Source: an optimization exercise on an open RTL-to-GDS flow (aim: small area). Production flows keep margins and buffers that such runs may drop.
Where RTL was checked, it was by simulation tests only, not by an equivalence proof against the original.
No functional check of the RTL was part of runs 1 to 3.
Power and IR drop assume default switching activity.

==> flow/design.v <==
localparam int GRID_N = 9;
localparam int DIGIT_W = 4;
localparam int POS_W = 4;
localparam logic [POS_W-1:0] CURSOR_HOME = 4'd4;
localparam logic [GRID_N*GRID_N*DIGIT_W-1:0] PUZZLE = {
	36'h900020401,
	36'h005090020,
	36'h040100097,
	36'h500001000,
	36'h000000002,
	36'h400570309,
	36'h053002180,
	36'h000000000,
	36'h002800003
};
localparam logic [GRID_N*GRID_N*DIGIT_W-1:0] SOLUTION = {
	36'h987625431,
	36'h315497628,
	36'h246138597,
	36'h539281746,
	36'h671349852,
	36'h428576319,
	36'h753962184,
	36'h894713265,
	36'h162854973
};
localparam int K_UP = 8;
localparam int K_DOWN = 7;
localparam int K_LEFT = 6;
localparam int K_RIGHT = 5;
localparam int K_ERASE = 4;
function automatic logic [3:0] puzzle_at(input int r, input int c);
	puzzle_at = PUZZLE[(GRID_N*GRID_N-1-(r*GRID_N+c))*DIGIT_W +: DIGIT_W];
endfunction
function automatic logic [3:0] answer_at(input int r, input int c);
	answer_at = SOLUTION[(GRID_N*GRID_N-1-(r*GRID_N+c))*DIGIT_W +: DIGIT_W];
endfunction
`timescale 1ns/1ps
module cursor_control (
	input logic CLOCK_50,
	input logic resetn,
	input logic [8:0] keys_i,
	input logic solved_i,
	output logic wr_o,               
	output logic [3:0] dig_o,
	output logic [8:0] lrow_hit_o,   
	output logic [8:0] lcol_hit_o,
	output logic [6:0] hex_row_o,
	output logic [6:0] hex_col_o
);
localparam int GRID_N = 9;
localparam int DIGIT_W = 4;
localparam int POS_W = 4;
localparam logic [POS_W-1:0] CURSOR_HOME = 4'd4;
localparam logic [GRID_N*GRID_N*DIGIT_W-1:0] PUZZLE = {
	36'h900020401,
	36'h005090020,
	36'h040100097,
	36'h500001000,
	36'h000000002,
	36'h400570309,
	36'h053002180,
	36'h000000000,
	36'h002800003
};
localparam logic [GRID_N*GRID_N*DIGIT_W-1:0] SOLUTION = {
	36'h987625431,
	36'h315497628,
	36'h246138597,
	36'h539281746,
	36'h671349852,
	36'h428576319,
	36'h753962184,
	36'h894713265,
	36'h162854973
};
localparam int K_UP = 8;
localparam int K_DOWN = 7;
localparam int K_LEFT = 6;
localparam int K_RIGHT = 5;
localparam int K_ERASE = 4;
function automatic logic [3:0] puzzle_at(input int r, input int c);
	puzzle_at = PUZZLE[(GRID_N*GRID_N-1-(r*GRID_N+c))*DIGIT_W +: DIGIT_W];
endfunction
function automatic logic [3:0] answer_at(input int r, input int c);
	answer_at = SOLUTION[(GRID_N*GRID_N-1-(r*GRID_N+c))*DIGIT_W +: DIGIT_W];
endfunction
	localparam logic [2:0] ACT_NONE = 3'd0;
	localparam logic [2:0] ACT_DIGIT = 3'd1;
	localparam logic [2:0] ACT_ERASE = 3'd2;
	localparam logic [2:0] ACT_UP = 3'd3;
	localparam logic [2:0] ACT_DOWN = 3'd4;
	localparam logic [2:0] ACT_LEFT = 3'd5;
	localparam logic [2:0] ACT_RIGHT = 3'd6;
	function automatic logic [6:0] seg7(input logic [3:0] v);
		case (v)
			4'd0: seg7 = 7'h40;
			4'd1: seg7 = 7'h79;
			4'd2: seg7 = 7'h24;
			4'd3: seg7 = 7'h30;
			4'd4: seg7 = 7'h19;
			4'd5: seg7 = 7'h12;
			4'd6: seg7 = 7'h02;
			4'd7: seg7 = 7'h78;
			4'd8: seg7 = 7'h00;
			default: seg7 = 7'h7f;
		endcase
	endfunction
	logic knz_q;
	logic press;
	logic [2:0] kind_d;
	logic [2:0] k1_q;
	logic [2:0] act_q;
	logic [3:0] kdig_q;
	assign press = (keys_i != '0) && !knz_q;
	always_comb begin
		if (!press)
			kind_d = ACT_NONE;
		else if (keys_i[3:0] != '0)
			kind_d = ACT_DIGIT;
		else if (keys_i[K_ERASE])
			kind_d = ACT_ERASE;
		else if (keys_i[K_UP])
			kind_d = ACT_UP;
		else if (keys_i[K_DOWN])
			kind_d = ACT_DOWN;
		else if (keys_i[K_LEFT])
			kind_d = ACT_LEFT;
		else
			kind_d = ACT_RIGHT;
	end
	always_ff @(posedge CLOCK_50 or negedge resetn) begin
		if (!resetn) begin
			knz_q <= 1'b0;
			k1_q <= ACT_NONE;
			act_q <= ACT_NONE;
			wr_o <= 1'b0;
		end else begin
			knz_q <= (keys_i != '0);
			k1_q <= kind_d;
			act_q <= k1_q;
			wr_o <= (act_q == ACT_DIGIT || act_q == ACT_ERASE) && !solved_i;
		end
	end
	always_ff @(posedge CLOCK_50) begin
		kdig_q <= keys_i[3:0];
		if (k1_q != ACT_NONE)
			dig_o <= kdig_q;
	end
	logic [3:0] row_q, col_q;
	logic [3:0] lrow_q, lcol_q;
	always_ff @(posedge CLOCK_50 or negedge resetn) begin
		if (!resetn) begin
			row_q <= CURSOR_HOME;
			col_q <= CURSOR_HOME;
			lrow_q <= CURSOR_HOME;
			lcol_q <= CURSOR_HOME;
		end else begin
			lrow_q <= row_q;
			lcol_q <= col_q;
			if (!solved_i) begin
				case (act_q)
					ACT_UP: if (row_q != 4'd0) row_q <= row_q - 1'b1;
					ACT_DOWN: if (row_q != 4'd8) row_q <= row_q + 1'b1;
					ACT_LEFT: if (col_q != 4'd0) col_q <= col_q - 1'b1;
					ACT_RIGHT: if (col_q != 4'd8) col_q <= col_q + 1'b1;
					default: ;
				endcase
			end
		end
	end
	assign hex_row_o = seg7(row_q);
	assign hex_col_o = seg7(col_q);
	always_comb begin
		lrow_hit_o[0] = (lrow_q == 4'd0);
		lcol_hit_o[0] = (lcol_q == 4'd0);
		for (int i = 1; i < 8; i++) begin
			lrow_hit_o[i] = (lrow_q[2:0] == 3'(i));
			lcol_hit_o[i] = (lcol_q[2:0] == 3'(i));
		end
		lrow_hit_o[8] = lrow_q[3];
		lcol_hit_o[8] = lcol_q[3];
	end
endmodule
`timescale 1ns/1ps
module sudoku_row #(
	parameter int ROW_INDEX = 0
) (
	input logic CLOCK_50,
	input logic wrow_i,             
	input logic [8:0] wcol_i,       
	input logic [3:0] wdata_i,
	input logic [8:0] col_hit_i,    
	output logic [3:0] pick_o,      
	output logic match_o            
);
localparam int GRID_N = 9;
localparam int DIGIT_W = 4;
localparam int POS_W = 4;
localparam logic [POS_W-1:0] CURSOR_HOME = 4'd4;
localparam logic [GRID_N*GRID_N*DIGIT_W-1:0] PUZZLE = {
	36'h900020401,
	36'h005090020,
	36'h040100097,
	36'h500001000,
	36'h000000002,
	36'h400570309,
	36'h053002180,
	36'h000000000,
	36'h002800003
};
localparam logic [GRID_N*GRID_N*DIGIT_W-1:0] SOLUTION = {
	36'h987625431,
	36'h315497628,
	36'h246138597,
	36'h539281746,
	36'h671349852,
	36'h428576319,
	36'h753962184,
	36'h894713265,
	36'h162854973
};
localparam int K_UP = 8;
localparam int K_DOWN = 7;
localparam int K_LEFT = 6;
localparam int K_RIGHT = 5;
localparam int K_ERASE = 4;
function automatic logic [3:0] puzzle_at(input int r, input int c);
	puzzle_at = PUZZLE[(GRID_N*GRID_N-1-(r*GRID_N+c))*DIGIT_W +: DIGIT_W];
endfunction
function automatic logic [3:0] answer_at(input int r, input int c);
	answer_at = SOLUTION[(GRID_N*GRID_N-1-(r*GRID_N+c))*DIGIT_W +: DIGIT_W];
endfunction
	logic [GRID_N-1:0][3:0] cells;
	logic [GRID_N-1:0] match;
	for (genvar c = 0; c < GRID_N; c++) begin : g_c
		if (puzzle_at(ROW_INDEX, c) != 4'd0) begin : g_given
			assign cells[c] = puzzle_at(ROW_INDEX, c);
			assign match[c] = 1'b1;
		end else begin : g_open
			logic [3:0] q;
			always_ff @(posedge CLOCK_50) begin
				if (wrow_i & wcol_i[c])
					q <= wdata_i;
			end
			assign cells[c] = q;
			assign match[c] = (q == answer_at(ROW_INDEX, c));
		end
	end
	always_comb begin
		pick_o = '0;
		for (int c = 0; c < GRID_N; c++)
			pick_o = pick_o | (cells[c] & {4{col_hit_i[c]}});
	end
	assign match_o = &match;
endmodule
`timescale 1ns/1ps
module board_status (
	input logic CLOCK_50,
	input logic resetn,
	input logic fresh_i,
	input logic [8:0][3:0] row_pick_i,
	input logic [8:0] row_match_i,
	input logic [8:0] row_hit_i,
	input logic [8:0] col_hit_i,
	output logic [3:0] sel_raw_o,
	output logic solved_o,
	output logic [3:0] cell_digit_o,
	output logic cell_wrong_o
);
localparam int GRID_N = 9;
localparam int DIGIT_W = 4;
localparam int POS_W = 4;
localparam logic [POS_W-1:0] CURSOR_HOME = 4'd4;
localparam logic [GRID_N*GRID_N*DIGIT_W-1:0] PUZZLE = {
	36'h900020401,
	36'h005090020,
	36'h040100097,
	36'h500001000,
	36'h000000002,
	36'h400570309,
	36'h053002180,
	36'h000000000,
	36'h002800003
};
localparam logic [GRID_N*GRID_N*DIGIT_W-1:0] SOLUTION = {
	36'h987625431,
	36'h315497628,
	36'h246138597,
	36'h539281746,
	36'h671349852,
	36'h428576319,
	36'h753962184,
	36'h894713265,
	36'h162854973
};
localparam int K_UP = 8;
localparam int K_DOWN = 7;
localparam int K_LEFT = 6;
localparam int K_RIGHT = 5;
localparam int K_ERASE = 4;
function automatic logic [3:0] puzzle_at(input int r, input int c);
	puzzle_at = PUZZLE[(GRID_N*GRID_N-1-(r*GRID_N+c))*DIGIT_W +: DIGIT_W];
endfunction
function automatic logic [3:0] answer_at(input int r, input int c);
	answer_at = SOLUTION[(GRID_N*GRID_N-1-(r*GRID_N+c))*DIGIT_W +: DIGIT_W];
endfunction
	logic [3:0] sel, ans;
	logic [GRID_N-1:0][3:0] ans_pick;
	always_comb begin
		sel_raw_o = '0;
		ans = '0;
		for (int r = 0; r < GRID_N; r++) begin
			ans_pick[r] = '0;
			for (int c = 0; c < GRID_N; c++)
				ans_pick[r] = ans_pick[r] | (answer_at(r, c) & {4{col_hit_i[c]}});
			sel_raw_o = sel_raw_o | (row_pick_i[r] & {4{row_hit_i[r]}});
			ans = ans | (ans_pick[r] & {4{row_hit_i[r]}});
		end
	end
	assign sel = fresh_i ? 4'd0 : sel_raw_o;
	always_ff @(posedge CLOCK_50 or negedge resetn) begin
		if (!resetn) begin
			cell_digit_o <= '0;
			cell_wrong_o <= 1'b0;
			solved_o <= 1'b0;
		end else begin
			cell_digit_o <= sel;
			cell_wrong_o <= (sel != 4'd0) && (sel != ans);
			if (!fresh_i && (&row_match_i))
				solved_o <= 1'b1;
		end
	end
endmodule
`timescale 1ns/1ps
module sudoku_game (
	input logic CLOCK_50,
	input logic resetn,
	input logic [8:0] keys_i,
	output logic [6:0] hex_row_o,
	output logic [6:0] hex_col_o,
	output logic [3:0] cell_digit_o,
	output logic cell_wrong_o,
	output logic solved_o
);
	logic wr;
	logic [3:0] dig;
	logic [8:0] lrow_hit, lcol_hit;
	logic [8:0][3:0] row_pick;
	logic [8:0] row_match;
	logic [3:0] sel_raw;
	cursor_control cursor_control_i (
		.CLOCK_50 (CLOCK_50),
		.resetn (resetn),
		.keys_i (keys_i),
		.solved_i (solved_o),
		.wr_o (wr),
		.dig_o (dig),
		.lrow_hit_o (lrow_hit),
		.lcol_hit_o (lcol_hit),
		.hex_row_o (hex_row_o),
		.hex_col_o (hex_col_o)
	);
	logic fresh_q;
	always_ff @(posedge CLOCK_50 or negedge resetn) begin
		if (!resetn)
			fresh_q <= 1'b1;
		else
			fresh_q <= 1'b0;
	end
	logic wr_en;
	logic [8:0] wrow, wcol;
	logic [3:0] wdata;
	assign wr_en = wr && (dig == 4'd0 || sel_raw == 4'd0);
	assign wrow = {9{fresh_q}} | ({9{wr_en}} & lrow_hit);
	assign wcol = {9{fresh_q}} | lcol_hit;
	assign wdata = fresh_q ? 4'd0 : dig;
	for (genvar r = 0; r < 9; r++) begin : g_row
		sudoku_row #(
			.ROW_INDEX (r)
		) row_i (
			.CLOCK_50 (CLOCK_50),
			.wrow_i (wrow[r]),
			.wcol_i (wcol),
			.wdata_i (wdata),
			.col_hit_i (lcol_hit),
			.pick_o (row_pick[r]),
			.match_o (row_match[r])
		);
	end
	board_status board_status_i (
		.CLOCK_50 (CLOCK_50),
		.resetn (resetn),
		.fresh_i (fresh_q),
		.row_pick_i (row_pick),
		.row_match_i (row_match),
		.row_hit_i (lrow_hit),
		.col_hit_i (lcol_hit),
		.sel_raw_o (sel_raw),
		.solved_o (solved_o),
		.cell_digit_o (cell_digit_o),
		.cell_wrong_o (cell_wrong_o)
	);
endmodule
==> flow/run.sh <==
#!/bin/bash
# synth_recipe.tcl (not shown) runs the flow's synth.tcl, then flattens the netlist and writes it again
# the make line also repeats each setting of config.mk as NAME=value (left out here)
make -C /OpenROAD-flow-scripts/flow DESIGN_CONFIG=/design/flow/config.mk WORK_HOME=/design/flow/orfs CLKGATE_MAP_FILE= SYNTH_SCRIPT=/design/flow/synth_recipe.tcl finish
==> flow/config.mk <==
export PLATFORM = sky130hd
export DESIGN_NAME = sudoku_game
export DESIGN_NICKNAME = sudoku_game
export VERILOG_FILES = /design/flow/design.v
export SDC_FILE = /design/flow/constraint.sdc
export NUM_CORES = 4
export LEC_CHECK = 0
export CAP_MARGIN = 20
export CORE_MARGIN = 2
export CORE_UTILIZATION = 40
export SLEW_MARGIN = 20
==> flow/constraint.sdc <==
create_clock -name core_clock -period 10.0 [get_ports {CLOCK_50}]
set_input_delay 2.0000 -clock core_clock [delete_from_list [all_inputs] [get_ports {CLOCK_50}]]
set_output_delay 2.0000 -clock core_clock [all_outputs]
set_load 0.01 [all_outputs]
==> metrics.md, run 1 <==
| Metric | Value |
|---|---|
| Cell mode on critical path | `buf_4` |
| Hold-fix buffers at CTS | `0` |
| Post-CTS Repair Setup Buffers | `0` |
| Synth Instances | `1,023` |
| Final worst slack | `5187 ps` |
| Design Power | `2417 µW` |
| Clock Path Buffers | `3` |
| Synthesized cell area | `0.01286 mm²` |
| Clock skew after layout | `25.52 ps` |
| Clock sink total | `255` |
| Yosys top cell area share | `0.5135` |
| Final core utilization | `0.4564` |
| Post-synth net total | `1,050` |
| Hpwl dp | `27.93 mm` |
| Leakage Power | `0.004854 µW` |
| PD cells | `167.4 mW/mm²` |
| RSZ-0062 raised after global routing | `no` |
| Inserted Clock Buffers | `27` |
| Delay-heaviest family, CP | `simple AND/OR/NAND/NOR gates` |
| Starting density of the core | `0.4066` |
| Crit Path Class | `reg -> reg` |
| Antenna viol nets, final | `0` |
| Vias post-DR | `9,507` |
| Nets | `1,053` |
| Status | `no timing/DRC/antenna violations` |
| Setup Viol. Count Final | `0` |
| Number of synthesized register bits | `255` |
| DR iter-0 viols | `1,356` |
| CP Data Required Time | `10,270 ps` |
| Initial antenna violation count | `0` |
| Ratio of cells with drive above 1 in the final layout | `0.1643` |
| CP cell instances | `buf_4 -> buf_4 -> nand2_1 -> nor2_1 -> a222oi_1 -> a21oi_1 -> and4bb_4 -> a41oi_4 -> buf_4 -> o21bai_2` |
| Worst path bufs/invs | `3` |
| Gr usage total | `0.2525` |
| Pin count of the biggest net entering global routing | `65` |
| CTS tree | `done` |
| WL final | `42.31 mm` |
| Syn_area_per_cell | `12.58 µm²` |
| Worst Setup Slack post-DPL | `5358 ps` |
| CP startpoint kind | `flip-flop` |
| Synthesis warning total | `12` |
| Row cnt | `65` |
| Die outline height | `183.3 µm` |
| Tcrit/Tclk final | `0.4813` |
| Routability-driven placement congestion ratio | `1.015` |
| I/O Pins | `31` |
| CTS root buffer | `clkbuf_16` |
| First-pass GRT wire length | `62.62 mm` |
| Worst path max stage delay | `960 ps` |
| Slowest library cell on the worst path | `nor2_1` |
| PostCTS Resize Cnt | `0` |
| Drt pass-1 iters | `6` |
| Die Width | `183.3 µm` |
| Final Max Tran Viols | `0` |
| Critical path data arrival time | `5080 ps` |
| Grt total ovfl | `0` |
| Final setup TNS | `0 ps` |
| Vias per std cell | `6.561` |
| Min-delay worst type | `reg -> reg` |
| Synth area leader | `edfxtp_1` |
| DRC violations left | `0` |
| Hold WS | `371.1 ps` |
| Tightest Pin Transition | `1123 ps` |
| Final Hold Vio Count | `0` |
| Clock transition at path regs | `60 ps` |
| Area Overhead vs Synth | `12.23%` |
| Reg2Reg Setup Slack | `5190 ps` |
| FFs w/ async S/R, synth | `0.1216` |
| I/O Buffers | `30` |
| Seq/Total Area, Yosys | `0.5805` |
| Synth cell types | `89` |
| Peak VDD IR | `0.1316 mV` |
| Wire per inst | `29.20 µm` |
| Fmax | `207.8 MHz` |
| Final period demand of the worst path | `4813 ps` |
| Placeable Area | `0.03164 mm²` |
| CTS H-tree depth | `1` |
| Number of global-route vias before repair | `9,279` |
| DIE AREA | `0.03361 mm²` |
| Top-count cell post-synth | `edfxtp_1` |
| Worst rel slew slack | `0.2407` |
| Crit-path max FO | `42` |
| EDFF count, synth | `220` |
| Ant. Diodes | `0` |
| Synth area leaders | `edfxtp_1, dfrtp_1, o21bai_2` |
| Worst skew pair latency | `570 ps` |
| Post-synth top cells | `edfxtp_1, nand3_1, nand2_1` |
| Max cap viols | `0` |
| Top_reg_cell synth | `edfxtp_1` |
| Crit end category | `flip-flop` |
-- through the flow --
step / instances / area (µm²)
6_report: 1449 / 14440
2_1_floorplan: 1023 / 12860
3_5_place_dp: 1399 / 13450
3_3_place_gp: 1399 / 13450
4_1_cts: 1449 / 14440
5_1_grt: 1449 / 14440
-- final timing paths --
check                                           startpoint                                end  cells after the start
worst max-delay path            cursor_control_i.lcol_q[0]  g_row[3].row_i.g_c[7].g_open.q[2]                     10
worst min-delay path              cursor_control_i.k1_q[1]          cursor_control_i.act_q[1]                      0
worst max register to register  cursor_control_i.lcol_q[0]  g_row[3].row_i.g_c[7].g_open.q[2]                     10
worst min register to register    cursor_control_i.k1_q[1]          cursor_control_i.act_q[1]                      0
max in group asynchronous                           resetn                            fresh_q                      2
min in group asynchronous                           resetn          cursor_control_i.col_q[1]                      2
-- worst register-to-register path, delay by kind of cell (launching register included) --
family                 cells  cell delay [ps]
AO/OA/AOI/OAI              4             1030
flip-flops                 1              340
buffers and inverters      3             1450
AND/OR/NAND/NOR            3             1720
-- flip-flops by register name (all words and copies together) (netlist names) --
| register | count |
|---|---|
| cursor_control_i.kdig_q | 4 |
| cursor_control_i.knz_q | 1 |
| board_status_i.cell_wrong_o | 1 |
| cursor_control_i.k1_q | 3 |
| cursor_control_i.wr_o | 1 |
| cursor_control_i.lrow_q | 4 |
| cursor_control_i.col_q | 4 |
| cursor_control_i.lcol_q | 4 |
| cursor_control_i.act_q | 3 |
| board_status_i.solved_o | 1 |
| cursor_control_i.row_q | 4 |
| board_status_i.cell_digit_o | 4 |
| g_row.row_i.g_c.g_open.q | 216 |
| fresh_q | 1 |
| cursor_control_i.dig_o | 4 |
-- per-layer routing --
| metal | vias up | share of wire | track usage |
|---|---|---|---|
| li1 | 4030 | - | - |
| met1 | 4667 | 0.40 | 0.3559 |
| met2 | 661 | 0.42 | 0.3645 |
| met3 | 149 | 0.11 | 0.04805 |
| met4 | 0 | 0.067 | 0.1446 |
| met5 | - | 0 | 0 |
-- cell families (layout without fill, tap and decap cells) --
| family | after synthesis | count (layout) | synth area share |
|---|---|---|---|
| compound gates | 282 | 282 | 0.1753 |
| xor+xnor | 14 | 14 | 0.009531 |
| fa+ha+maj | 16 | 16 | 0.01673 |
| buf+inv | 99 | 123 | 0.04201 |
| flops | 255 | 255 | 0.5805 |
| mux | 41 | 41 | 0.03822 |
| other cells | 1 | 1 | 0.0002915 |
| simple gates | 315 | 315 | 0.1374 |
-- power breakdown --
part / switching [µW] / total (µW) / internal [µW]
clock network: 432 / 1090 / 663
registers: 38.6 / 1240 / 1200
logic: 46.2 / 79.3 / 33.1
total: 516 / 2420 / 1900
-- final cells by class --
type,count,area [µm²]
clock buffer,28,689.4
clock inverter,22,297.8
fill,2802,17200
inverter,17,63.81
multi-input combinational,669,4915
sequential,255,7475
tap,402,503.0
timing repair buffer,56,495.5
-- cell usage in the layout (no fill, tap or decap), types with 12 or more instances in the layout --
cell	count
edfxtp_1	220
a221oi_1	17
a22oi_1	15
nand3_1	72
o21bai_2	50
buf_4	26
nand4_1	17
clkbuf_16	27
o21ai_0	49
nand2_1	55
clkdlybuf4s50_1	30
nand2b_1	14
dfrtp_1	24
mux2i_1	21
ha_1	14
a21oi_1	36
nor2_1	50
nor4b_1	12
nor4_1	17
inv_1	16
nor4bb_1	12
==> run 2, diff against run 1 <==
--- a/flow/design.v
+++ b/flow/design.v
@@ -87,22 +87,27 @@
 endfunction
-	localparam logic [2:0] ACT_NONE = 3'd0;
-	localparam logic [2:0] ACT_DIGIT = 3'd1;
-	localparam logic [2:0] ACT_ERASE = 3'd2;
-	localparam logic [2:0] ACT_UP = 3'd3;
-	localparam logic [2:0] ACT_DOWN = 3'd4;
-	localparam logic [2:0] ACT_LEFT = 3'd5;
-	localparam logic [2:0] ACT_RIGHT = 3'd6;
+	localparam logic [2:0] ACT_NONE = 3'b000;
+	localparam logic [2:0] ACT_DIGIT = 3'b001;
+	localparam logic [2:0] ACT_ERASE = 3'b010;
+	localparam logic [2:0] ACT_UP = 3'b100;
+	localparam logic [2:0] ACT_DOWN = 3'b101;
+	localparam logic [2:0] ACT_LEFT = 3'b110;
+	localparam logic [2:0] ACT_RIGHT = 3'b111;
 	function automatic logic [6:0] seg7(input logic [3:0] v);
-		case (v)
-			4'd0: seg7 = 7'h40;
-			4'd1: seg7 = 7'h79;
-			4'd2: seg7 = 7'h24;
-			4'd3: seg7 = 7'h30;
-			4'd4: seg7 = 7'h19;
-			4'd5: seg7 = 7'h12;
-			4'd6: seg7 = 7'h02;
-			4'd7: seg7 = 7'h78;
-			4'd8: seg7 = 7'h00;
-			default: seg7 = 7'h7f;
-		endcase
+		logic b0, b1, b2;
+		b0 = v[0];
+		b1 = v[1];
+		b2 = v[2];
+		seg7[0] = (~b2 & ~b1 & b0) | (b2 & ~b1 & ~b0);
+		seg7[1] = b2 & (b1 ^ b0);
+		seg7[2] = ~b2 & b1 & ~b0;
+		seg7[3] = (~b2 & ~b1 & b0) | (b2 & ~b1 & ~b0) | (b2 & b1 & b0);
+		seg7[4] = b0 | (b2 & ~b1);
+		seg7[5] = (~b2 & (b1 | b0)) | (b2 & b1 & b0);
+		seg7[6] = (~v[3] & ~b2 & ~b1 & ~b0) | (~b2 & ~b1 & b0) | (b2 & b1 & b0);
+	endfunction
+	function automatic logic [3:0] inc9(input logic [3:0] v);
+		inc9 = {v[2] & v[1] & v[0], v[2] ^ (v[1] & v[0]), v[1] ^ v[0], ~v[0]};
+	endfunction
+	function automatic logic [3:0] dec9(input logic [3:0] v);
+		dec9 = {1'b0, v[2] ^ (~v[1] & ~v[0]), v[1] ^ ~v[0], ~v[0]};
 	endfunction
@@ -141,3 +146,3 @@
 			act_q <= k1_q;
-			wr_o <= (act_q == ACT_DIGIT || act_q == ACT_ERASE) && !solved_i;
+			wr_o <= !act_q[2] && (act_q[1:0] != 2'b00) && !solved_i;
 		end
@@ -160,9 +165,8 @@
 			lcol_q <= col_q;
-			if (!solved_i) begin
-				case (act_q)
-					ACT_UP: if (row_q != 4'd0) row_q <= row_q - 1'b1;
-					ACT_DOWN: if (row_q != 4'd8) row_q <= row_q + 1'b1;
-					ACT_LEFT: if (col_q != 4'd0) col_q <= col_q - 1'b1;
-					ACT_RIGHT: if (col_q != 4'd8) col_q <= col_q + 1'b1;
-					default: ;
+			if (!solved_i && act_q[2]) begin
+				case (act_q[1:0])
+					2'b00: if (row_q != 4'd0) row_q <= dec9(row_q);
+					2'b01: if (!row_q[3]) row_q <= inc9(row_q);
+					2'b10: if (col_q != 4'd0) col_q <= dec9(col_q);
+					default: if (!col_q[3]) col_q <= inc9(col_q);
 				endcase
@@ -194,3 +198,3 @@
 	output logic [3:0] pick_o,      
-	output logic match_o            
+	output logic open_o             
 );
@@ -234,3 +238,3 @@
 	logic [GRID_N-1:0][3:0] cells;
-	logic [GRID_N-1:0] match;
+	logic [GRID_N-1:0] open_col;
 	for (genvar c = 0; c < GRID_N; c++) begin : g_c
@@ -238,3 +242,3 @@
 			assign cells[c] = puzzle_at(ROW_INDEX, c);
-			assign match[c] = 1'b1;
+			assign open_col[c] = 1'b0;
 		end else begin : g_open
@@ -246,3 +250,3 @@
 			assign cells[c] = q;
-			assign match[c] = (q == answer_at(ROW_INDEX, c));
+			assign open_col[c] = 1'b1;
 		end
@@ -254,3 +258,3 @@
 	end
-	assign match_o = &match;
+	assign open_o = |(open_col & col_hit_i);
 endmodule
@@ -262,5 +266,7 @@
 	input logic [8:0][3:0] row_pick_i,
-	input logic [8:0] row_match_i,
+	input logic [8:0] row_open_i,
 	input logic [8:0] row_hit_i,
 	input logic [8:0] col_hit_i,
+	input logic wr_i,
+	input logic [3:0] dig_i,
 	output logic [3:0] sel_raw_o,
@@ -308,2 +314,3 @@
 	logic [3:0] sel, ans;
+	logic open_cell;
 	logic [GRID_N-1:0][3:0] ans_pick;
@@ -312,2 +319,3 @@
 		ans = '0;
+		open_cell = 1'b0;
 		for (int r = 0; r < GRID_N; r++) begin
@@ -318,2 +326,3 @@
 			ans = ans | (ans_pick[r] & {4{row_hit_i[r]}});
+			open_cell = open_cell | (row_open_i[r] & row_hit_i[r]);
 		end
@@ -321,2 +330,15 @@
 	assign sel = fresh_i ? 4'd0 : sel_raw_o;
+	logic [5:0] wrong_n;
+	logic fix, unfix;
+	assign fix = wr_i && (dig_i != 4'd0) && (sel_raw_o == 4'd0) && (dig_i == ans);
+	assign unfix = wr_i && (dig_i == 4'd0) && open_cell && (sel_raw_o == ans);
+	always_ff @(posedge CLOCK_50 or negedge resetn) begin
+		if (!resetn) begin
+			wrong_n <= 6'd54;
+		end else if (fix) begin
+			wrong_n <= wrong_n - 1'b1;
+		end else if (unfix) begin
+			wrong_n <= wrong_n + 1'b1;
+		end
+	end
 	always_ff @(posedge CLOCK_50 or negedge resetn) begin
@@ -329,3 +351,3 @@
 			cell_wrong_o <= (sel != 4'd0) && (sel != ans);
-			if (!fresh_i && (&row_match_i))
+			if (wrong_n == 6'd0)
 				solved_o <= 1'b1;
@@ -349,3 +371,3 @@
 	logic [8:0][3:0] row_pick;
-	logic [8:0] row_match;
+	logic [8:0] row_open;
 	logic [3:0] sel_raw;
@@ -387,3 +409,3 @@
 			.pick_o (row_pick[r]),
-			.match_o (row_match[r])
+			.open_o (row_open[r])
 		);
@@ -395,3 +417,5 @@
 		.row_pick_i (row_pick),
-		.row_match_i (row_match),
+		.row_open_i (row_open),
+		.wr_i (wr),
+		.dig_i (dig),
 		.row_hit_i (lrow_hit),
--- a/flow/config.mk
+++ b/flow/config.mk
@@ -7,5 +7,9 @@
 export LEC_CHECK = 0
-export CAP_MARGIN = 20
+export CAP_MARGIN = 0
 export CORE_MARGIN = 2
-export CORE_UTILIZATION = 40
-export SLEW_MARGIN = 20
+export CORE_UTILIZATION = 55
+export CTS_BUF_LIST = sky130_fd_sc_hd__clkbuf_4
+export GPL_TIMING_DRIVEN = 0
+export SLEW_MARGIN = 0
+export SYNTH_HIERARCHICAL = 1
+export SYNTH_MINIMUM_KEEP_SIZE = 0
==> run 2 against run 1 <==
  * Still clean on timing, DRC and antenna
  * Register-to-register slack got worse by 910 ps
  * Utilization rose by 19 points
  * Die area fell by 36%
==> metrics.md, run 2 <==
| Metric | Value |
|---|---|
| Worst path bufs/invs | `4 (+1)` |
| Clock sink total | `261 (+2.4%)` |
| Synth area leader | `edfxtp_1` |
| Cell mode on critical path | `buf_4` |
| Crit Path Class | `reg -> reg` |
| Antenna viol nets, final | `0 (unchanged)` |
| CP startpoint kind | `flip-flop` |
| Net Sw Frac | `0.2134 (-0.0002175)` |
| RSZ-0062 raised after global routing | `no` |
| Drt pass-1 iters | `5 (-1)` |
| Inserted Clock Buffers | `66 (+140%)` |
| Pin count of the biggest net entering global routing | `41 (-37%)` |
| Final Max Tran Viols | `0 (unchanged)` |
| Die outline height | `147.1 µm (-20%)` |
| Final setup TNS | `0 ps (unchanged)` |
| Layout filler cell count | `1,566 (-44%)` |
| Crit-path max FO | `10 (-76%)` |
| Worst skew pair latency | `670 ps (+100 ps)` |
| Number of synthesized register bits | `261 (+2.4%)` |
| Setup Viol. Count Final | `0 (unchanged)` |
| CTS root buffer | `clkbuf_4` |
| Top flop regs | `g_row.row_i.g_c.g_open.q (216), board_status_i.wrong_n (6)` |
| Psw | `463.7 µW (-10%)` |
| Commonest non-fill, non-tap cells in the layout | `edfxtp_1, clkbuf_4, a22oi_1` |
| Max reg flops | `216 (unchanged)` |
| Placeable Area | `0.02017 mm² (-36%)` |
| DIE AREA | `0.02164 mm² (-36%)` |
| First-pass GRT wire length | `44.52 mm (-29%)` |
| Fmax | `174.8 MHz (-16%)` |
| CTS H-tree depth | `3 (+2)` |
| DRC violations left | `0 (unchanged)` |
| Leakage Power | `0.004773 µW (-1.7%)` |
| Tightest Pin Transition | `1029 ps (-93.63 ps)` |
| Worst Reg-to-Reg Cells | `20 (+10)` |
| Post-synth net total | `810 (-23%)` |
| Worst rel slew slack | `0.3107 (+0.06997)` |
| Clock Path Buffers | `3 (unchanged)` |
| Synth area leaders | `edfxtp_1, dfrtp_1, a22oi_1` |
| CP Data Required Time | `10,590 ps (+320 ps)` |
| Worst r2r src | `cursor_control_i.lcol_q[2]` |
| Seq/Total Area, Yosys | `0.6768 (+0.09625)` |
| Yosys top cell area share | `0.5865 (+0.07295)` |
| PD cells | `166.6 mW/mm² (-0.47%)` |
| PostCTS Resize Cnt | `0 (unchanged)` |
| Reg2Reg Setup Slack | `4280 ps (-910 ps)` |
| Peak VDD IR | `0.1125 mV (-14%)` |
| Clock skew after layout | `47.39 ps (+21.86 ps)` |
| CTS tree | `done` |
| Worst path max stage delay | `630 ps (-330 ps)` |
| Initial antenna violation count | `1 (+1)` |
| Critical path data arrival time | `6310 ps (+1230 ps)` |
| Syn_area_per_cell | `14.30 µm² (+14%)` |
| EDFF count, synth | `220 (unchanged)` |
| Hold-fix buffers at CTS | `0 (unchanged)` |
| Routability-driven placement congestion ratio | `0.8776 (-14%)` |
| Max cap viols | `0 (unchanged)` |
| Wire per inst | `23.28 µm (-20%)` |
| Final period demand of the worst path | `5720 ps (+906.9 ps)` |
| Comb power frac | `0.031 (-0.002)` |
| Crit end category | `flip-flop` |
| Post-CTS Repair Setup Buffers | `0 (unchanged)` |
| Row cnt | `52 (-20%)` |
| Grt total ovfl | `0 (unchanged)` |
| Tcrit/Tclk final | `0.5720 (+0.09069)` |
| R2R Path End | `board_status_i.wrong_n[5]` |
| Area Overhead vs Synth | `15.74%` |
| Vias per std cell | `6.319 (-3.7%)` |
| Biggest register | `g_row.row_i.g_c.g_open.q` |
| Status | `no timing/DRC/antenna violations` |
| Synthesis warning total | `18 (+6)` |
| I/O Buffers | `30 (unchanged)` |
| I/O Pins | `31 (unchanged)` |
| CP cell instances | `nor4_2 -> buf_4 -> buf_4 -> buf_4 -> a22oi_1 -> nand4_1 -> a222oi_1 -> nand3_1 -> a221oi_2 -> nand4_1 -> or4_1 -> or4_4 -> inv_2 -> ha_1 -> a21o_1 -> a21oi_1 -> o21bai_1 -> a21oi_1 -> mux2i_4 -> xor2_1` |
| FFs w/ async S/R, synth | `0.1418 (+0.02019)` |
| Synthesized cell area | `0.01126 mm² (-12%)` |
| Clock power frac | `0.401 (-0.052)` |
| Die Width | `147.1 µm (-20%)` |
| Flop pwr share | `0.568 (+0.054)` |
| Clock transition at path regs | `60 ps (about the same)` |
| Internal power | `1709 µW (-10%)` |
| Slowest library cell on the worst path | `dfstp_2` |
| Starting density of the core | `0.5585 (+0.1519)` |
| Min-delay src | `cursor_control_i.col_q[2]` |
| Hold depth | `0 (unchanged)` |
| Nets | `926 (-12%)` |
| Synth cell types | `68 (-24%)` |
| Post-synth top cells | `edfxtp_1, a22oi_1, and2_1` |
| Final Hold Vio Count | `0 (unchanged)` |
| WL final | `28.45 mm (-33%)` |
| Min-delay worst type | `reg -> reg` |
| Ratio of cells with drive above 1 in the final layout | `0.1935 (+0.02920)` |
| Top-count cell post-synth | `edfxtp_1` |
| Hpwl dp | `18.19 mm (-35%)` |
| Synth Instances | `788 (-23%)` |
| Delay-heaviest family, CP | `compound AO/OA/AOI/OAI gates` |
| Endpoint, Worst Hold | `cursor_control_i.lcol_q[2]` |
| Top_reg_cell synth | `edfxtp_1` |
| Vias post-DR | `7,722 (-19%)` |
| Number of global-route vias before repair | `8,054 (-13%)` |
| DR iter-0 viols | `978 (-28%)` |
| Gr usage total | `0.2721 (+0.01958)` |
| Design Power | `2173 µW (-10%)` |
| Most common cell after layout, fill and taps aside | `edfxtp_1` |
==> run 2: how the worst max path moves through the flow <==
stage                                     from                        end  slack, ps  cells past startpoint
floorplan           cursor_control_i.lcol_q[1]  board_status_i.wrong_n[5]       3480                     16
global placement    cursor_control_i.lcol_q[1]  board_status_i.wrong_n[5]        530                     16
detailed placement  cursor_control_i.lcol_q[2]  board_status_i.wrong_n[5]       4350                     20
CTS                 cursor_control_i.lcol_q[1]  board_status_i.wrong_n[5]       4330                     18
global route        cursor_control_i.lcol_q[2]  board_status_i.wrong_n[5]       4010                     20
finish              cursor_control_i.lcol_q[2]  board_status_i.wrong_n[5]       4280                     20
==> run 2: routing by layer <==
layer	vias up	part of all wire	track usage
met5	-	0	0
met2	344	0.48	0.4355
li1	3484	-	-
met1	3832	0.41	0.3657
met3	62	0.073	0.05559
met4	0	0.030	0.1188
==> run 2: kinds of logic (layout without fill, tap and decap cells) <==
family,Yosys count,count (layout),synth area share
mux,6,6,0.008220
fa+ha+maj,11,11,0.01288
xor+xnor,19,19,0.01477
buf+inv,42,205,0.01788
compound gates,205,205,0.1433
flops,261,261,0.6768
other cells,1,2,0.0003329
simple gates,243,243,0.1258
==> run 2: modules after synthesis, one instance, submodules excluded, excerpt <==
module	times used	cells
cursor_control	1	149
board_status	1	165
sudoku_game	1	30
==> run 2: stage by stage <==
step / area [µm²] / hold WS [ps] / cells / setup slack, ps / util
global placement: 11900 / 362.3 / 1088 / 530.7 / 0.5901
CTS: 13040 / 371.1 / 1221 / 4330 / 0.6463
finish: 13040 / 365.6 / 1222 / 4280 / 0.6464
detailed placement: 12210 / 355.0 / 1106 / 4354 / 0.6054
floorplan: 11260 / 346.1 / 788 / 3476 / -
global route: 13040 / 373.1 / 1222 / 4006 / 0.6464
==> run 2: power by group through the flow <==
stage | registers, µW | logic (µW) | clock network (µW)
2_1_floorplan | 1250 | 34.7 | 0
3_3_place_gp | 1260 | 61.9 | 0
3_5_place_dp | 1260 | 66.4 | 0
4_1_cts | 1230 | 66.7 | 892
5_1_grt | 1240 | 72.2 | 951
6_report | 1230 | 66.8 | 872
==> run 2: cell type report <==
cell class | count | area [µm²] | area share
diodes | 1 | 2.502 | 0.0001919
plain buffers | 26 | 141.4 | 0.01084
clock buffers | 96 | 720.7 | 0.05528
clock inverters | 19 | 103.9 | 0.007965
inverters | 16 | 60.06 | 0.004607
multi-input cells | 485 | 3502 | 0.2686
flip-flops and latches | 261 | 7624 | 0.5847
well taps | 270 | 337.8 | 0.02591
repair buffers | 48 | 545.5 | 0.04184
==> run 3, diff against run 2 <==
--- a/flow/config.mk
+++ b/flow/config.mk
@@ -13,3 +13 @@
 export SLEW_MARGIN = 0
-export SYNTH_HIERARCHICAL = 1
-export SYNTH_MINIMUM_KEEP_SIZE = 0
==> run 3 against run 2 <==
  * Combinational power is 7.6% higher
  * Die area is 9.3% higher
  * Sequential share of layout area shrank 4.1 points
  * Critical path type unchanged
  * Cell count up 13%
  * Worst setup slack lost 480 ps
  * Total power up 6.7%
  * Global-route usage rose by 10 points
==> metrics.md, run 3 <==
| Metric | Value |
|---|---|
| Final setup TNS | `0 ps (unchanged)` |
| WL final | `43.59 mm (+53%)` |
| CTS H-tree depth | `3 (unchanged)` |
| Max reg flops | `216 (unchanged)` |
| I/O Pins | `31 (unchanged)` |
| Vias post-DR | `9,716 (+26%)` |
| Synth Instances | `943 (+20%)` |
| Leakage Power | `0.005103 µW (+6.9%)` |
| PostCTS Resize Cnt | `0 (unchanged)` |
| Wire per inst | `31.68 µm (+36%)` |
| Number of global-route vias before repair | `9,525 (+18%)` |
| Crit-path max FO | `11 (+1)` |
| Worst Setup Slack post-DPL | `4169 ps (-184.3 ps)` |
| Main combinational cell family by area after synthesis | `compound AO/OA/AOI/OAI gates` |
| Syn_area_per_cell | `13.09 µm² (-8.4%)` |
| Final period demand of the worst path | `6198 ps (+478.6 ps)` |
| Ratio of cells with drive above 1 in the final layout | `0.2060 (+0.01256)` |
| PD cells | `165.1 mW/mm² (-0.90%)` |
| Layout filler cell count | `1,657 (+5.8%)` |
| Mux share of post-synthesis cell area | `0.03851 (+0.03029)` |
| Tcrit/Tclk final | `0.6198 (+0.04786)` |
| CTS tree | `done` |
| Top_reg_cell synth | `edfxtp_1` |
| Starting density of the core | `0.5622 (+0.003723)` |
| Hpwl dp | `29.26 mm (+61%)` |
| FFs w/ async S/R, synth | `0.1418 (unchanged)` |
| Post-synth top cells | `edfxtp_1, a31o_2, clkbuf_1` |
| Row cnt | `54 (+3.8%)` |
| First-pass GRT wire length | `63.41 mm (+42%)` |
| Area taken by multi-input logic gates | `0.004259 mm² (+22%)` |
| DRC violations left | `0 (unchanged)` |
| Top-count cell post-synth | `edfxtp_1` |
| Pin count of the biggest net entering global routing | `40 (-2.4%)` |
| Grt total ovfl | `0 (unchanged)` |
| Synth area leader | `edfxtp_1` |
| Die Width | `153.8 µm (+4.6%)` |
| Max cap viols | `0 (unchanged)` |
| Routability-driven placement congestion ratio | `1.019 (+16%)` |
| Clock sink total | `261 (unchanged)` |
| Most common cell after layout, fill and taps aside | `edfxtp_1` |
| Initial antenna violation count | `1 (unchanged)` |
| Gr usage total | `0.3740 (+0.1019)` |
| Drt pass-1 iters | `6 (+1)` |
| Placeable Area | `0.02196 mm² (+8.9%)` |
| Tightest Pin Transition | `1204 ps (+174.7 ps)` |
| Status | `no timing/DRC/antenna violations` |
| GR Layer Usage met3 | `0.1330 (+0.07744)` |
| GRT busiest layer | `met2` |
| Number of synthesized register bits | `261 (unchanged)` |
| CP Data Required Time | `10,630 ps (+40 ps)` |
| Min-delay worst type | `reg -> reg` |
| Met1 Usage GRT | `0.4772 (+0.1115)` |
| EDFF count, synth | `220 (unchanged)` |
| Commonest non-fill, non-tap cells in the layout | `edfxtp_1, clkbuf_4, clkbuf_1, a31o_2, nor2_1` |
| Critical path launch point | `cursor_control_i.lcol_q[2]` |
| Final worst slack | `3802 ps (-478.6 ps)` |
| Fmax | `161.3 MHz (-7.7%)` |
| Crit Path Class | `reg -> reg` |
| Fin area | `0.01403 mm² (+7.6%)` |
| Clock skew after layout | `59.44 ps (+12.06 ps)` |
| Dpl cell area | `0.01312 mm² (+7.4%)` |
| Hold-fix buffers at CTS | `0 (unchanged)` |
| XOR/XNOR share of the synthesized area | `0.01277 (-0.002003)` |
| Compound-Gate Fraction of Synth Area | `0.1778 (+0.03448)` |
| Vias per std cell | `7.061 (+12%)` |
| Grt met2 use | `0.5579 (+0.1224)` |
| Synth Area in Adders | `0.01267 (-0.0002161)` |
| Antenna viol nets, final | `0 (unchanged)` |
| Nets | `1,070 (+16%)` |
| DR iter-0 viols | `1,563 (+60%)` |
| Post-synth net total | `965 (+19%)` |
| Min-delay src | `cursor_control_i.k1_q[1]` |
| RSZ-0062 raised after global routing | `no` |
| Clock transition at path regs | `70 ps (about the same)` |
| Post-CTS Repair Setup Buffers | `0 (unchanged)` |
| CTS root buffer | `clkbuf_4` |
| Synthesized cell area | `0.01235 mm² (+9.6%)` |
| Final Hold Vio Count | `0 (unchanged)` |
| Worst r2r src | `cursor_control_i.lcol_q[2]` |
| I/O Buffers | `30 (unchanged)` |
| Setup Viol. Count Final | `0 (unchanged)` |
| Critical path data arrival time | `6830 ps (+520 ps)` |
| FF/Latch Area | `0.007624 mm² (unchanged)` |
| Worst skew pair latency | `710 ps (+40 ps)` |
| Die outline height | `153.8 µm (+4.6%)` |
| Synth cell types | `89 (+31%)` |
| Top flop regs | `g_row.row_i.g_c.g_open.q (216), board_status_i.wrong_n (6)` |
| Seq/Total Area, Yosys | `0.6175 (-0.05926)` |
| Yosys top cell area share | `0.5351 (-0.05135)` |
| Biggest register | `g_row.row_i.g_c.g_open.q` |
| Clock Path Buffers | `3 (unchanged)` |
| DIE AREA | `0.02366 mm² (+9.3%)` |
| Inserted Clock Buffers | `68 (+3.0%)` |
| Crit end category | `flip-flop` |
| Synthesis warning total | `12 (-6)` |
| Area Overhead vs Synth | `13.66%` |
| Worst rel slew slack | `0.1955 (-0.1152)` |
| Final Max Tran Viols | `0 (unchanged)` |
| Synth area leaders | `edfxtp_1, dfrtp_1, a31o_2` |
| Peak VDD IR | `0.1118 mV (-0.62%)` |
| CP startpoint kind | `flip-flop` |
| Synth Area in Simple Gates | `0.1000 (-0.02582)` |
run 3: cell types whose count changed in the layout (fill, tap and decap cells not counted), sizes merged, moves of 21 or more:
| cell | before | now |
|---|---|---|
| and2 | 56 | 10 |
| a31o | 0 | 41 |
| a22oi | 63 | 23 |
| a222oi | 25 | 4 |
| mux2i | 2 | 25 |
| nand3 | 37 | 12 |
| clkbuf | 111 | 133 |
run 3: power breakdown:
| group | leakage (µW) | total, µW | internal, µW | switching [µW] |
|---|---|---|---|---|
| clock | 0.000531 | 1010 | 555 | 452 |
| sequential | 0.00273 | 1240 | 1230 | 12.5 |
| combinational | 0.00184 | 71.9 | 25.1 | 46.7 |
run 3: layout make-up:
type / instances / share of cell area
Antenna cell: 4 / 0.0007133
Buffer: 80 / 0.02916
Clock buffer: 92 / 0.04922
Timing Repair Buffer: 35 / 0.02728
Clock inverter: 22 / 0.01543
Sequential cell: 261 / 0.5433
Multi-Input combinational cell: 578 / 0.3035
Inverter: 24 / 0.006420
Tap cell: 280 / 0.02497
run 3: metrics by stage:
| step | cells | hold WS (ps) | util | power, µW |
|---|---|---|---|---|
| 2_1_floorplan | 943 | 346.1 | - | 1297 |
| 3_3_place_gp | 1253 | 356.1 | 0.5919 | 1326 |
| 3_5_place_dp | 1258 | 358.3 | 0.5973 | 1331 |
| 4_1_cts | 1372 | 372.4 | 0.6386 | 2313 |
| 5_1_grt | 1374 | 372.0 | 0.6388 | 2378 |
| 6_report | 1376 | 371.5 | 0.6390 | 2317 |
run 3: critical path: stages (launching register included):
cell and delay, ps:
dfstp_2 550, buf_6 180, clkbuf_1 830, buf_1 890
mux2i_1 300, nor2_1 70, a21oi_1 150, o2bb2ai_1 130
nor4_1 990, and2_1 330, nand4_2 220, inv_1 220
ha_1 260, a21o_1 180, a21oi_1 240, nor2b_1 70
o21ai_0 150, nand2b_1 120, nor2_1 110, mux2i_1 80
nand3_1 80
run 3: cells by family (layout without fill, tap and decap cells):
| kind of cell | after synthesis | count (layout) |
|---|---|---|
| compound gates | 291 | 291 |
| mux | 41 | 41 |
| flops | 261 | 261 |
| other cells | 1 | 5 |
| simple gates | 215 | 215 |
| fa+ha+maj | 12 | 12 |
| buf+inv | 104 | 253 |
| xor+xnor | 18 | 18 |
run 3: final timing paths:
path	end	slack, ps	cells after the start
max in group asynchronous	cursor_control_i.row_q[3]	8060	1
worst min register to register	cursor_control_i.act_q[1]	370	0
worst max register to register	board_status_i.wrong_n[5]	3800	20
min in group asynchronous	board_status_i.cell_digit_o[2]	1400	1
worst max-delay path	board_status_i.wrong_n[5]	3800	20
worst min-delay path	cursor_control_i.act_q[1]	370	0
run 3: per-layer routing:
metal	vias to the layer above	part of all wire
met3	200	0.13
li1	3978	-
met2	802	0.44
met5	-	0
met4	0	0.068
met1	4736	0.37
==> run 4, diff against run 3 <==
--- a/flow/design.v
+++ b/flow/design.v
@@ -90,2 +90,3 @@
 	localparam logic [2:0] ACT_ERASE = 3'b010;
+	localparam logic [2:0] ACT_WRITE = 3'b011;   
 	localparam logic [2:0] ACT_UP = 3'b100;
@@ -141,3 +142,2 @@
 			act_q <= ACT_NONE;
-			wr_o <= 1'b0;
 		end else begin
@@ -145,4 +145,6 @@
 			k1_q <= kind_d;
-			act_q <= k1_q;
-			wr_o <= !act_q[2] && (act_q[1:0] != 2'b00) && !solved_i;
+			if (!act_q[2] && (act_q[1] ^ act_q[0]) && !solved_i)
+				act_q <= ACT_WRITE;
+			else
+				act_q <= k1_q;
 		end
@@ -160,7 +162,3 @@
 			col_q <= CURSOR_HOME;
-			lrow_q <= CURSOR_HOME;
-			lcol_q <= CURSOR_HOME;
 		end else begin
-			lrow_q <= row_q;
-			lcol_q <= col_q;
 			if (!solved_i && act_q[2]) begin
@@ -175,2 +173,7 @@
 	end
+	assign wr_o = (act_q == ACT_WRITE);
+	always_ff @(posedge CLOCK_50) begin
+		lrow_q <= row_q;
+		lcol_q <= col_q;
+	end
 	assign hex_row_o = seg7(row_q);
@@ -193,4 +196,4 @@
 	input logic CLOCK_50,
-	input logic wrow_i,             
-	input logic [8:0] wcol_i,       
+	input logic wrow_n_i,           
+	input logic [8:0] wcol_n_i,     
 	input logic [3:0] wdata_i,
@@ -246,3 +249,3 @@
 			always_ff @(posedge CLOCK_50) begin
-				if (wrow_i & wcol_i[c])
+				if (!(wrow_n_i | wcol_n_i[c]))
 					q <= wdata_i;
@@ -323,3 +326,4 @@
 			for (int c = 0; c < GRID_N; c++)
-				ans_pick[r] = ans_pick[r] | (answer_at(r, c) & {4{col_hit_i[c]}});
+				if (puzzle_at(r, c) == 4'd0)
+					ans_pick[r] = ans_pick[r] | (answer_at(r, c) & {4{col_hit_i[c]}});
 			sel_raw_o = sel_raw_o | (row_pick_i[r] & {4{row_hit_i[r]}});
@@ -350,3 +354,3 @@
 			cell_digit_o <= sel;
-			cell_wrong_o <= (sel != 4'd0) && (sel != ans);
+			cell_wrong_o <= open_cell && (sel != 4'd0) && (sel != ans);
 			if (wrong_n == 6'd0)
@@ -393,7 +397,7 @@
 	logic wr_en;
-	logic [8:0] wrow, wcol;
+	logic [8:0] wrow_n, wcol_n;
 	logic [3:0] wdata;
 	assign wr_en = wr && (dig == 4'd0 || sel_raw == 4'd0);
-	assign wrow = {9{fresh_q}} | ({9{wr_en}} & lrow_hit);
-	assign wcol = {9{fresh_q}} | lcol_hit;
+	assign wrow_n = ~({9{fresh_q}} | ({9{wr_en}} & lrow_hit));
+	assign wcol_n = ~({9{fresh_q}} | lcol_hit);
 	assign wdata = fresh_q ? 4'd0 : dig;
@@ -404,4 +408,4 @@
 			.CLOCK_50 (CLOCK_50),
-			.wrow_i (wrow[r]),
-			.wcol_i (wcol),
+			.wrow_n_i (wrow_n[r]),
+			.wcol_n_i (wcol_n),
 			.wdata_i (wdata),
==> flow/flow/run.sh (new file) <==
#!/bin/bash
# Standard layout, with smaller port buffers and a clock tree built from
# mid-size buffers without dummy loads.
set -e
cp standard.sh standard.sh.txt
export BUFFER_PORTS_ARGS="-buffer_cell sky130_fd_sc_hd__buf_1"
export CTS_ARGS="-sink_clustering_enable -repair_clock_nets -dont_use_dummy_load -buf_list sky130_fd_sc_hd__clkbuf_8"
bash standard.sh > standard.log 2>&1
==> flow/standard.sh (new file) <==
#!/bin/bash
# synth_recipe.tcl (not shown) runs the flow's synth.tcl, then flattens the netlist and writes it again
# the make line also repeats each setting of config.mk as NAME=value (left out here)
make -C /OpenROAD-flow-scripts/flow DESIGN_CONFIG=/design/flow/config.mk WORK_HOME=/design/flow/orfs CLKGATE_MAP_FILE= SYNTH_SCRIPT=/design/flow/synth_recipe.tcl "${@:-finish}"
--- a/flow/config.mk
+++ b/flow/config.mk
@@ -10,4 +10,5 @@
 export CORE_UTILIZATION = 55
-export CTS_BUF_LIST = sky130_fd_sc_hd__clkbuf_4
 export GPL_TIMING_DRIVEN = 0
 export SLEW_MARGIN = 0
+export SYNTH_HIERARCHICAL = 1
+export SYNTH_MINIMUM_KEEP_SIZE = 0
removed: flow/run.sh
==> run 4 against run 3 <==
  * Design area fell by 12%
  * Highest routed layer unchanged
  * Die area down 11%
  * Clock skew is 17 ps higher
  * Maximum frequency increased by 15%
  * Combinational power is 17% lower
  * Worst hold slack better by 31 ps
==> metrics.md, run 4 <==
| Metric | Value |
|---|---|
| Status | `no timing/DRC/antenna violations` |
| DR iter-0 viols | `881 (-44%)` |
| Pin count of the biggest net entering global routing | `44 (+10%)` |
| DRC violations left | `0 (unchanged)` |
| Vias post-DR | `7,471 (-23%)` |
| EDFF count, synth | `220 (unchanged)` |
| Synth area leader | `edfxtp_1` |
| Hold WS | `402.9 ps (+31.46 ps)` |
| Nets | `904 (-16%)` |
| Final Hold Vio Count | `0 (unchanged)` |
| Critical path data arrival time | `5820 ps (-1010 ps)` |
| Final Max Tran Viols | `0 (unchanged)` |
| Tcrit/Tclk final | `0.5379 (-0.08195)` |
| PD cells | `165.3 mW/mm² (about the same)` |
| Seq/Total Area, Yosys | `0.6877 (+0.07014)` |
| RSZ-0062 raised after global routing | `no` |
| Starting density of the core | `0.5627 (about the same)` |
| Endpoint, Worst Hold | `cursor_control_i.dig_o[2]` |
| CP startpoint kind | `flip-flop` |
| Clock transition at path regs | `60 ps (about the same)` |
| M1 WL | `11.58 mm (-27%)` |
| Grt total ovfl | `0 (unchanged)` |
| Cell mode on critical path | `nand3_1` |
| Placeable Area | `0.01953 mm² (-11%)` |
| Worst Reg-to-Reg Cells | `16 (-20%)` |
| Synth cell types | `64 (-28%)` |
| Number of global-route vias before repair | `7,551 (-21%)` |
| Min-delay src | `cursor_control_i.kdig_q[2]` |
| Gr usage total | `0.2634 (-0.1106)` |
| Clock skew after layout | `76.81 ps (+17.37 ps)` |
| Syn_area_per_cell | `14.02 µm² (+7.1%)` |
| FFs w/ async S/R, synth | `0.1077 (-0.03407)` |
| I/O Pins | `31 (unchanged)` |
| Top-count cell post-synth | `edfxtp_1` |
| Setup Viol. Count Final | `0 (unchanged)` |
| CTS tree | `done` |
| Crit Path Class | `reg -> reg` |
| R2R Path End | `board_status_i.wrong_n[5]` |
| Met2 routed wirelength | `13.40 mm (-30%)` |
| Yosys top cell area share | `0.6012 (+0.06611)` |
| Worst r2r src | `cursor_control_i.lcol_q[1]` |
| Initial antenna violation count | `0 (-1)` |
| CTS root buffer | `clkbuf_8` |
| Post-CTS Repair Setup Buffers | `0 (unchanged)` |
| Biggest register | `g_row.row_i.g_c.g_open.q` |
| Placed cells | `1,097 (-13%)` |
| Synth Instances | `784 (-17%)` |
| Delay-heaviest family, CP | `compound AO/OA/AOI/OAI gates` |
| Hold depth | `0 (unchanged)` |
| Clock sink total | `260 (-0.38%)` |
| Die Width | `145.3 µm (-5.5%)` |
| Slowest library cell on the worst path | `a221oi_1` |
| Commonest non-fill, non-tap cells in the layout | `edfxtp_1, nor2_1, a22oi_1` |
| WL final | `27.80 mm (-36%)` |
| Crit end category | `flip-flop` |
| Post-synth net total | `810 (-16%)` |
| DIE AREA | `0.02113 mm² (-11%)` |
| CP Data Required Time | `10,440 ps (-190 ps)` |
| Drt pass-1 iters | `6 (unchanged)` |
| Final period demand of the worst path | `5379 ps (-819.5 ps)` |
| Min-delay worst type | `reg -> reg` |
| Top_reg_cell synth | `edfxtp_1` |
| Tightest Pin Transition | `1083 ps (-121.0 ps)` |
| Max cap viols | `0 (unchanged)` |
| Number of synthesized register bits | `260 (-0.38%)` |
| Final core utilization | `0.6322 (-0.006838)` |
| Routability-driven placement congestion ratio | `0.8609 (-16%)` |
| Hold-fix buffers at CTS | `0 (unchanged)` |
| Ratio of cells with drive above 1 in the final layout | `0.1301 (-0.07591)` |
| Layout Cells excl Fill | `1,141 (-17%)` |
| Synth area leaders | `edfxtp_1, dfrtp_1, a22oi_1` |
| Worst path bufs/invs | `0 (-4)` |
| Inserted Clock Buffers | `44 (-35%)` |
| Worst skew pair latency | `560 ps (-150 ps)` |
| Metal3 WL | `2.225 mm (-61%)` |
| Synthesized cell area | `0.01099 mm² (-11%)` |
| Peak VDD IR | `0.1271 mV (+14%)` |
| CP cell instances | `and3b_2 -> a222oi_1 -> nand3_1 -> a222oi_1 -> nand3_1 -> a221oi_1 -> and4_2 -> and4_1 -> ha_1 -> a21o_1 -> a21oi_1 -> o21bai_1 -> a21oi_1 -> nand2_1 -> mux2_2 -> nand3_1` |
| Ant. Diodes | `0 (-4)` |
| Final setup TNS | `0 ps (unchanged)` |
| Reg2Reg Setup Slack | `4620 ps (+820 ps)` |
| Die outline height | `145.3 µm (-5.5%)` |
| Fmax | `185.9 MHz (+15%)` |
| Most common cell after layout, fill and taps aside | `edfxtp_1` |
| CTS H-tree depth | `2 (-1)` |
| Hpwl dp | `17.87 mm (-39%)` |
| Vias per std cell | `6.548 (-7.3%)` |
| Area Overhead vs Synth | `12.34%` |
| Synthesis warning total | `18 (+6)` |
| I/O Buffers | `30 (unchanged)` |
| Max reg flops | `216 (unchanged)` |
| Antenna viol nets, final | `0 (unchanged)` |
| First-pass GRT wire length | `43.13 mm (-32%)` |
| Clock Path Buffers | `3 (unchanged)` |
| Crit-path max FO | `42 (+31)` |
| Worst path max stage delay | `710 ps (-280 ps)` |
| Top layer used by detailed routing | `met4` |
| Row cnt | `51 (-5.6%)` |
| PostCTS Resize Cnt | `0 (unchanged)` |
| Worst rel slew slack | `0.2753 (+0.07974)` |
| Top flop regs | `g_row.row_i.g_c.g_open.q (216), board_status_i.wrong_n (6)` |
| Wire per inst | `24.36 µm (-23%)` |
| Leakage Power | `0.004298 µW (-16%)` |
| Post-synth top cells | `edfxtp_1, nor2_1, a22oi_1` |
-- run 4: Yosys stat by module, one instance, submodules excluded, excerpt --
module          copies in the design  area, µm²  cells inside
board_status                       1       1404           166
cursor_control                     1       1519           142
sudoku_game                        1      172.7            30
-- run 4: cell type report --
type / instances / area (µm²)
Buffer: 26 / 130.1
Clock buffer: 44 / 605.6
Fill cell: 1517 / 7182
Inverter: 17 / 63.81
Multi-Input combinational cell: 481 / 3301
Sequential cell: 260 / 7556
Tap cell: 265 / 331.6
Timing Repair Buffer: 48 / 356.6
-- run 4: stage by stage --
step                      total power, µW  worst slack, ps  cell area, µm²
after floorplan                      1281             4090           10990
after global placement               1307            733.1           11430
after detailed placement             1312             4749           11740
after CTS                            2054             4699           12340
after global routing                 2108             4327           12340
final                                2040             4621           12340
-- run 4: where the power goes --
group / internal [µW] / switching (µW) / leakage [µW]
clock network: 387 / 363 / 0.000316
logic: 12.4 / 47.0 / 0.00145
registers: 1220 / 11.7 / 0.00253
-- run 4: how the worst max path moves through the flow --
stage / from / endpoint / slack (ps) / cells past startpoint
finish: cursor_control_i.lcol_q[1] / board_status_i.wrong_n[5] / 4620 / 16
global route: cursor_control_i.lcol_q[1] / board_status_i.wrong_n[5] / 4330 / 16
CTS: cursor_control_i.lcol_q[1] / board_status_i.wrong_n[5] / 4700 / 16
detailed placement: cursor_control_i.lcol_q[1] / board_status_i.wrong_n[5] / 4750 / 16
global placement: cursor_control_i.lcol_q[1] / board_status_i.wrong_n[5] / 730 / 16
floorplan: cursor_control_i.lcol_q[1] / board_status_i.wrong_n[5] / 4090 / 15
-- run 4: cell families (layout without fill, tap and decap cells) --
family	count (synthesis)	count (layout)	synth area share
AO/OA/AOI/OAI	203	203	0.1427
XOR/XNOR	18	18	0.01435
adder cells (fa/ha/maj)	15	15	0.01776
buffers and inverters	43	135	0.01765
flip-flops	260	260	0.6877
multiplexers	8	8	0.008426
other	1	1	0.0003413
AND/OR/NAND/NOR	236	236	0.1111
-- run 4: metal layers --
layer / global-route usage / vias up
li1: - / 3331
met4: 0.07206 / 0
met2: 0.4289 / 335
met5: 0 / -
met1: 0.3684 / 3750
met3: 0.05078 / 55
==> run 5, diff against run 4 <==
==> flow/run.sh (new file) <==
#!/bin/bash
# synth_recipe.tcl (not shown) runs the flow's synth.tcl, then flattens the netlist and writes it again
# the make line also repeats each setting of config.mk as NAME=value (left out here)
make -C /OpenROAD-flow-scripts/flow DESIGN_CONFIG=/design/flow/config.mk WORK_HOME=/design/flow/orfs CLKGATE_MAP_FILE= SYNTH_SCRIPT=/design/flow/synth_recipe.tcl finish
removed: flow/flow/run.sh
removed: flow/standard.sh
==> run 5 against run 4 <==
  * Via count fell by 1.1%
  * Design area increased by 3.4%
  * Die area is the same
  * Utilization is 2.1 points higher
  * Synthesized cell count unchanged
  * First-iteration DRC count is 4.1% lower
  * Critical endpoint unchanged
  * Wire length shrank 3.0%
  * Worst hold slack improved by 4.2 ps
  * Sequential power hardly changed
==> metrics.md, run 5 <==
| Metric | Value |
|---|---|
| RSZ-0062 raised after global routing | `no` |
| Grt total ovfl | `0 (unchanged)` |
| Tcrit/Tclk final | `0.5366 (-0.001240)` |
| Post-CTS Repair Setup Buffers | `0 (unchanged)` |
| Pin count of the biggest net entering global routing | `43 (-2.3%)` |
| Clock skew after layout | `11.57 ps (-65.25 ps)` |
| CTS H-tree depth | `1 (-1)` |
| Ant. Diodes | `0 (unchanged)` |
| DR iter-0 viols | `845 (-4.1%)` |
| DRC violations left | `0 (unchanged)` |
| Number of global-route vias before repair | `7,496 (-0.73%)` |
| Syn_area_per_cell | `14.02 µm² (unchanged)` |
| EDFF count, synth | `220 (unchanged)` |
| Initial antenna violation count | `0 (unchanged)` |
| WL final | `26.97 mm (-3.0%)` |
| Tightest Pin Transition | `1045 ps (-37.93 ps)` |
| Synth cell types | `64 (unchanged)` |
| Clock transition at path regs | `60 ps (about the same)` |
| Hpwl dp | `17.85 mm (-0.13%)` |
| Antenna viol nets, final | `0 (unchanged)` |
| Fmax | `186.3 MHz (+0.23%)` |
| Die Width | `145.3 µm (unchanged)` |
| Final setup TNS | `0 ps (unchanged)` |
| Drt pass-1 iters | `6 (unchanged)` |
| Fin area | `0.01276 mm² (+3.4%)` |
| Starting density of the core | `0.5627 (unchanged)` |
| Top-count cell post-synth | `edfxtp_1` |
| Area Overhead vs Synth | `16.15%` |
| Setup Viol. Count Final | `0 (unchanged)` |
| Number of synthesized register bits | `260 (unchanged)` |
| Synthesized cell area | `0.01099 mm² (unchanged)` |
| Wire per inst | `23.57 µm (-3.2%)` |
| Max cap viols | `0 (unchanged)` |
| Seq/Total Area, Yosys | `0.6877 (unchanged)` |
| Inserted Clock Buffers | `26 (-41%)` |
| I/O Buffers | `30 (unchanged)` |
| Met2 routed wirelength | `12.89 mm (-3.8%)` |
| Synth Instances | `784 (unchanged)` |
| Min-delay worst type | `reg -> reg` |
| Yosys top cell area share | `0.6012 (unchanged)` |
| Commonest non-fill, non-tap cells in the layout | `edfxtp_1, nor2_1, a22oi_1` |
| Biggest register | `g_row.row_i.g_c.g_open.q` |
| M1 WL | `11.24 mm (-2.9%)` |
| Routability-driven placement congestion ratio | `0.8444 (-1.9%)` |
| Leakage Power | `0.004475 µW (+4.1%)` |
| Critical path data arrival time | `5830 ps (about the same)` |
| Post-synth net total | `810 (unchanged)` |
| PD cells | `174.0 mW/mm² (+5.3%)` |
| Final Max Tran Viols | `0 (unchanged)` |
| Synth area leader | `edfxtp_1` |
| Hold WS | `407.1 ps (+4.193 ps)` |
| Clock sink total | `260 (unchanged)` |
| Worst rel slew slack | `0.3006 (+0.02538)` |
| Die outline height | `145.3 µm (unchanged)` |
| CP startpoint kind | `flip-flop` |
| Clock Path Buffers | `3 (unchanged)` |
| Nets | `886 (-2.0%)` |
| Ratio of cells with drive above 1 in the final layout | `0.1229 (-0.007270)` |
| CTS tree | `done` |
| Status | `no timing/DRC/antenna violations` |
| Vias per std cell | `6.456 (-1.4%)` |
| Crit-path max FO | `10 (-76%)` |
| DIE AREA | `0.02113 mm² (unchanged)` |
| First-pass GRT wire length | `42.01 mm (-2.6%)` |
| CP Data Required Time | `10,460 ps (+20 ps)` |
| Vias post-DR | `7,386 (-1.1%)` |
| Crit Path Class | `reg -> reg` |
| Peak VDD IR | `0.1636 mV (+29%)` |
| Synth area leaders | `edfxtp_1, dfrtp_1, a22oi_1` |
| Crit end category | `flip-flop` |
| FFs w/ async S/R, synth | `0.1077 (unchanged)` |
run 5: cell count changes in the layout (fill, tap and decap cells not counted):
cell | before | now
clkbuf_1 | 18 | 22
bufinv_16 | 0 | 1
inv_4 | 0 | 1
buf_16 | 1 | 2
buf_1 | 29 | 0
buf_12 | 4 | 3
clkdlybuf4s50_1 | 0 | 29
clkinv_2 | 0 | 7
clkinv_1 | 0 | 5
buf_8 | 1 | 2
clkbuf_16 | 0 | 29
buf_6 | 10 | 9
clkbuf_8 | 44 | 0
run 5: through the flow:
step | power (µW) | setup slack, ps | util | cells
final | 2221 | 4634 | 0.6536 | 1144
after global routing | 2291 | 4390 | 0.6536 | 1144
after CTS | 2237 | 4678 | 0.6539 | 1144
after detailed placement | 1315 | 4699 | 0.6113 | 1097
after global placement | 1309 | 828.2 | 0.5951 | 1079
after floorplan | 1281 | 4090 | - | 784
run 5: power by group:
group | total [µW] | internal (µW) | switching, µW
combinational | 62.3 | 15.4 | 46.9
sequential | 1230 | 1220 | 11.5
clock | 929 | 547 | 382
total | 2220 | 1780 | 440
run 5: final timing paths:
| check | from | cells after the start | slack (ps) | end |
|---|---|---|---|---|
| max | cursor_control_i.lcol_q[2] | 19 | 4630 | board_status_i.wrong_n[5] |
| min | cursor_control_i.kdig_q[3] | 0 | 410 | cursor_control_i.dig_o[3] |
| max reg2reg | cursor_control_i.lcol_q[2] | 19 | 4630 | board_status_i.wrong_n[5] |
| min reg2reg | cursor_control_i.kdig_q[3] | 0 | 410 | cursor_control_i.dig_o[3] |
| max in group asynchronous | resetn | 1 | 8070 | cursor_control_i.row_q[3] |
| min in group asynchronous | resetn | 1 | 1500 | board_status_i.wrong_n[3] |
run 5: logic make-up (layout without fill, tap and decap cells):
| group | Yosys count | after routing | synth area share |
|---|---|---|---|
| flip-flops | 260 | 260 | 0.6877 |
| AND/OR/NAND/NOR | 236 | 236 | 0.1111 |
| AO/OA/AOI/OAI | 203 | 203 | 0.1427 |
| buffers and inverters | 43 | 138 | 0.01765 |
| XOR/XNOR | 18 | 18 | 0.01435 |
| adder cells (fa/ha/maj) | 15 | 15 | 0.01776 |
| multiplexers | 8 | 8 | 0.008426 |
| other | 1 | 1 | 0.0003413 |
run 5: cell type report:
cell class,count,area [µm²],area share
flip-flops and latches,260,7556,0.5921
repair buffers,48,549.3,0.04304
inverters,17,63.81,0.005000
plain buffers,26,130.1,0.01020
clock buffers,33,740.7,0.05804
clock inverters,14,90.09,0.007059
well taps,265,331.6,0.02598
multi-input cells,481,3301,0.2586
run 5: worst max-delay path, stage by stage, from the launching register on:
cell and delay (ps):
dfxtp_1 520, nor4_2 140, buf_4 210, buf_4 190, buf_4 180, a222oi_1 350, nand3_1 220, a222oi_1 430
nand3_1 180, a221oi_1 650, and4_2 390, and4_1 340, ha_1 290, a21o_1 170, a21oi_1 220, o21bai_1 90
a21oi_1 290, nand2_1 90, mux2_2 260, nand3_1 80
run 5: Yosys stat by module, one instance, submodules excluded, excerpt:
| module | cells inside | area [µm²] |
|---|---|---|
| board_status | 166 | 1404 |
| cursor_control | 142 | 1519 |
| sudoku_game | 30 | 172.7 |
run 5: metal layers:
layer,GRT usage,vias to the layer above
met3,0.03793,70
li1,-,3327
met5,0,-
met2,0.4126,338
met1,0.3624,3651
met4,0.07745,0

Check on run 5: ideal ports give 4.634 ns setup slack; a clkbuf_16 on the clock port and buf_2 on the inputs give 4.634 ns; moving port delays by the midpoint clock arrival (0.566 ns) as well gives 4.634 ns.
